From an optimization exercise on the open Yosys and OpenROAD flow, aimed at small area and a short achievable clock period; shortcuts taken in it are not production practice.
The RTL was checked by simulation tests, not by an equivalence proof against the original design.

Setup of oak:
Design csc_top, start of the top module:
module csc_top (
	input logic CLOCK_50_I,
	input logic resetn,
	input logic start,
	output logic busy,
	output logic done,
	output csc_pkg::sram_addr_t sram_addr,
	output csc_pkg::sram_word_t sram_wdata,
	output logic sram_we_n,
	input csc_pkg::sram_word_t sram_rdata
);
Size in the first run: roughly 2,500 cells after synthesis, roughly 480 flip-flops.
==> flow/config.mk <==
export PLATFORM = sky130hd
export DESIGN_NAME = csc_top
export DESIGN_NICKNAME = csc_top
export VERILOG_FILES = /design/flow/design.v
export SDC_FILE = /design/flow/constraint.sdc
export NUM_CORES = 4
export LEC_CHECK = 0
export CAP_MARGIN = 20
export CORE_MARGIN = 2
export CORE_UTILIZATION = 50
export CTS_BUF_LIST = sky130_fd_sc_hd__clkbuf_8
export SLEW_MARGIN = 20
==> flow/constraint.sdc <==
create_clock -name core_clock -period 10.0 [get_ports {CLOCK_50_I}]
set_input_delay 2.0000 -clock core_clock [delete_from_list [all_inputs] [get_ports {CLOCK_50_I}]]
set_output_delay 2.0000 -clock core_clock [all_outputs]
set_load 0.01 [all_outputs]
standard.sh (not shown) runs the stock make flow with config.mk's settings and CLKGATE_MAP_FILE= SYNTH_SCRIPT=/design/flow/synth_recipe.tcl, a recipe that flattens the netlist after the stock synthesis.
==> flow/flow/run.sh <==
#!/bin/bash
set -u
export SETUP_SLACK_MARGIN=6.8
export BUFFER_PORTS_ARGS="-buffer_cell sky130_fd_sc_hd__buf_4"
bash standard.sh > standard_flow.log 2>&1
oak finished all stages; the layout is clean.
Testbench counts of oak, summed over its fixed seeds: frame cycles 1,536,248.
Setup changes, oak to pine
Settings: an added CTS_CLUSTER_DIAMETER of 100; an added CTS_CLUSTER_SIZE of 24; a change of CTS_BUF_LIST from sky130_fd_sc_hd__clkbuf_8 to sky130_fd_sc_hd__clkbuf_16.
Results
- pine | status: complete | timing, DRC, antenna: pass
- Compared with oak, pine shows number of clock buffers in the layout that has gone down by more than half.
- Taking oak as the reference, in pine total track usage fell 0.62 points.


csc_top again, from the RTL that the note above started with.
==> flow/config.mk <==
export PLATFORM = sky130hd
export DESIGN_NAME = csc_top
export DESIGN_NICKNAME = csc_top
export VERILOG_FILES = /design/flow/design.v
export SDC_FILE = /design/flow/constraint.sdc
export NUM_CORES = 4
export LEC_CHECK = 0
export CAP_MARGIN = 20
export CORE_MARGIN = 2
export CORE_UTILIZATION = 50
export CTS_BUF_LIST = sky130_fd_sc_hd__clkbuf_8
export CTS_CLUSTER_DIAMETER = 60
export CTS_CLUSTER_SIZE = 18
export SLEW_MARGIN = 20
==> flow/constraint.sdc <==
create_clock -name core_clock -period 10.0 [get_ports {CLOCK_50_I}]
set_input_delay 2.0000 -clock core_clock [delete_from_list [all_inputs] [get_ports {CLOCK_50_I}]]
set_output_delay 2.0000 -clock core_clock [all_outputs]
set_load 0.01 [all_outputs]
Scripts as last shown in full above: flow/flow/run.sh
The first run completed without violations.
Testbench counts at the start, summed over its fixed seeds: frame cycles 1,536,248.
Next try:
- CTS_BUF_LIST: sky130_fd_sc_hd__clkbuf_8 -> sky130_fd_sc_hd__clkbuf_8 sky130_fd_sc_hd__clkbuf_16
- CTS_CLUSTER_DIAMETER: 60 -> 100
- CTS_CLUSTER_SIZE: 18 -> 24
What happened:
- cell count falls slightly
- setup slack is better by 65 ps
- first-iteration DRC count increases by a few percent
- worst hold slack barely changes
- clock skew fell by 47 ps
- clock-buffer cell count falls by 17
Next try:
==> flow/run.sh (new file) <==
#!/bin/bash
# synth_recipe.tcl (not shown) runs the flow's synth.tcl, then flattens the netlist and writes it again
# the make line also repeats each setting of config.mk as NAME=value (left out here)
make -C /OpenROAD-flow-scripts/flow DESIGN_CONFIG=/design/flow/config.mk WORK_HOME=/design/flow/orfs CLKGATE_MAP_FILE= SYNTH_SCRIPT=/design/flow/synth_recipe.tcl finish
- CTS_BUF_LIST: sky130_fd_sc_hd__clkbuf_8 sky130_fd_sc_hd__clkbuf_16 -> not set
- CTS_CLUSTER_DIAMETER: 100 -> not set
- CTS_CLUSTER_SIZE: 24 -> not set
- SETUP_SLACK_MARGIN: not set -> 5
removed: flow/flow/run.sh
removed: flow/standard.sh
Maximum frequency is lower by 14%.
Wire length is lower by 1.9%.
Synthesized cell count is unchanged.
Global-route usage stays flat.
Area after synthesis does not change.
Die area is unchanged.
Next try:
==> flow/flow/run.sh (new file) <==
#!/bin/bash
set -u
export SETUP_SLACK_MARGIN=6.8
export BUFFER_PORTS_ARGS="-buffer_cell sky130_fd_sc_hd__buf_4"
bash standard.sh > standard_flow.log 2>&1
==> flow/standard.sh (new file) <==
#!/bin/bash
# synth_recipe.tcl (not shown) runs the flow's synth.tcl, then flattens the netlist and writes it again
# the make line also repeats each setting of config.mk as NAME=value (left out here)
make -C /OpenROAD-flow-scripts/flow DESIGN_CONFIG=/design/flow/config.mk WORK_HOME=/design/flow/orfs CLKGATE_MAP_FILE= SYNTH_SCRIPT=/design/flow/synth_recipe.tcl "${@:-finish}"
- CAP_MARGIN: 20 -> 5
- CTS_BUF_LIST: not set -> sky130_fd_sc_hd__clkbuf_8
- SETUP_SLACK_MARGIN: 5 -> not set
- SLEW_MARGIN: 20 -> 5
removed: flow/run.sh
The new run went through all stages and came out clean.
Synthesized area stays the same.
Cell area is higher by about 4%.
Non-clock buffer count is higher by 50.
Register-to-register slack improved by 540 ps.
Via count is higher by 3.1%.
Setup slack improved by 490 ps.
Global-route usage is higher by 0.61 points.
Cell count is higher by 3.3%.
Die area does not change.
Next try:
- CAP_MARGIN: 5 -> 20
- CORE_UTILIZATION: 50 -> 65
- CTS_BUF_LIST: sky130_fd_sc_hd__clkbuf_8 -> not set
- SLEW_MARGIN: 5 -> 20
=> The changed run went through all stages and came out clean. Clock-buffer cell count went down by 38. Clock skew went down by 10 ps. Flip-flop and latch count is unchanged. Final cell count decreases by about 6.4%. Worst hold slack is about the same. Non-clock buffer count drops by 4.
Next try:
- CORE_UTILIZATION: 65 -> 50
- CTS_BUF_LIST: not set -> sky130_fd_sc_hd__clkbuf_4 sky130_fd_sc_hd__clkbuf_8
Effect:
- core utilization shrinks by 16 points
- sequential share of layout area came out lower by 0.48 points
- register-to-register slack improves by 40 ps
- final area grows by 1.6%
- non-clock buffer count rose by 7
- clock-buffer cell count is higher by 56
- global-route usage falls by 5.9 points
- wire length is about the same
- area after synthesis stays the same
- cell count grows by 6.9%

==> port drivers added, routing unchanged <==
No port has a modelled driver above. Below, the same layouts with a new extraction and two added sets of constraints. Step 1, drivers: a clkbuf_16 drives CLOCK_50_I and a buf_2 each remaining input, both assumed. Step 2 adds t to the input delays and takes it off the output delays; t is the mean of the earliest and latest rising clock arrival at the registers after step 1. Input paths then give back, and output paths get back, about the clock's delay inside the block. a / b / c = no drivers / after step 1 / after step 2; a / b = the first two.
| run | t (ns) | setup WS [ns] | clock arrival spread, ns |
|---|---|---|---|
| oak | 0.702 | 6.687 / 6.632 / 6.728 | 0.029 / 0.029 |
| pine | 0.625 | 6.723 / 6.707 / 6.723 | 0.020 / 0.019 |
| the first run of note 2 | 0.692 | 6.657 / 6.604 / 6.736 | 0.070 / 0.070 |
| the second run of note 2 | 0.625 | 6.723 / 6.704 / 6.723 | 0.020 / 0.020 |
| the third run of note 2 | 0.654 | 6.194 / 6.194 / 6.194 | 0.020 / 0.020 |
| the fourth run of note 2 | 0.702 | 6.687 / 6.632 / 6.728 | 0.029 / 0.029 |
| the fifth run of note 2 | 0.657 | 6.693 / 6.693 / 6.693 | 0.017 / 0.017 |
| the sixth run of note 2 | 0.703 | 6.686 / 6.630 / 6.731 | 0.026 / 0.026 |
After both steps setup and hold are still met in every run listed.
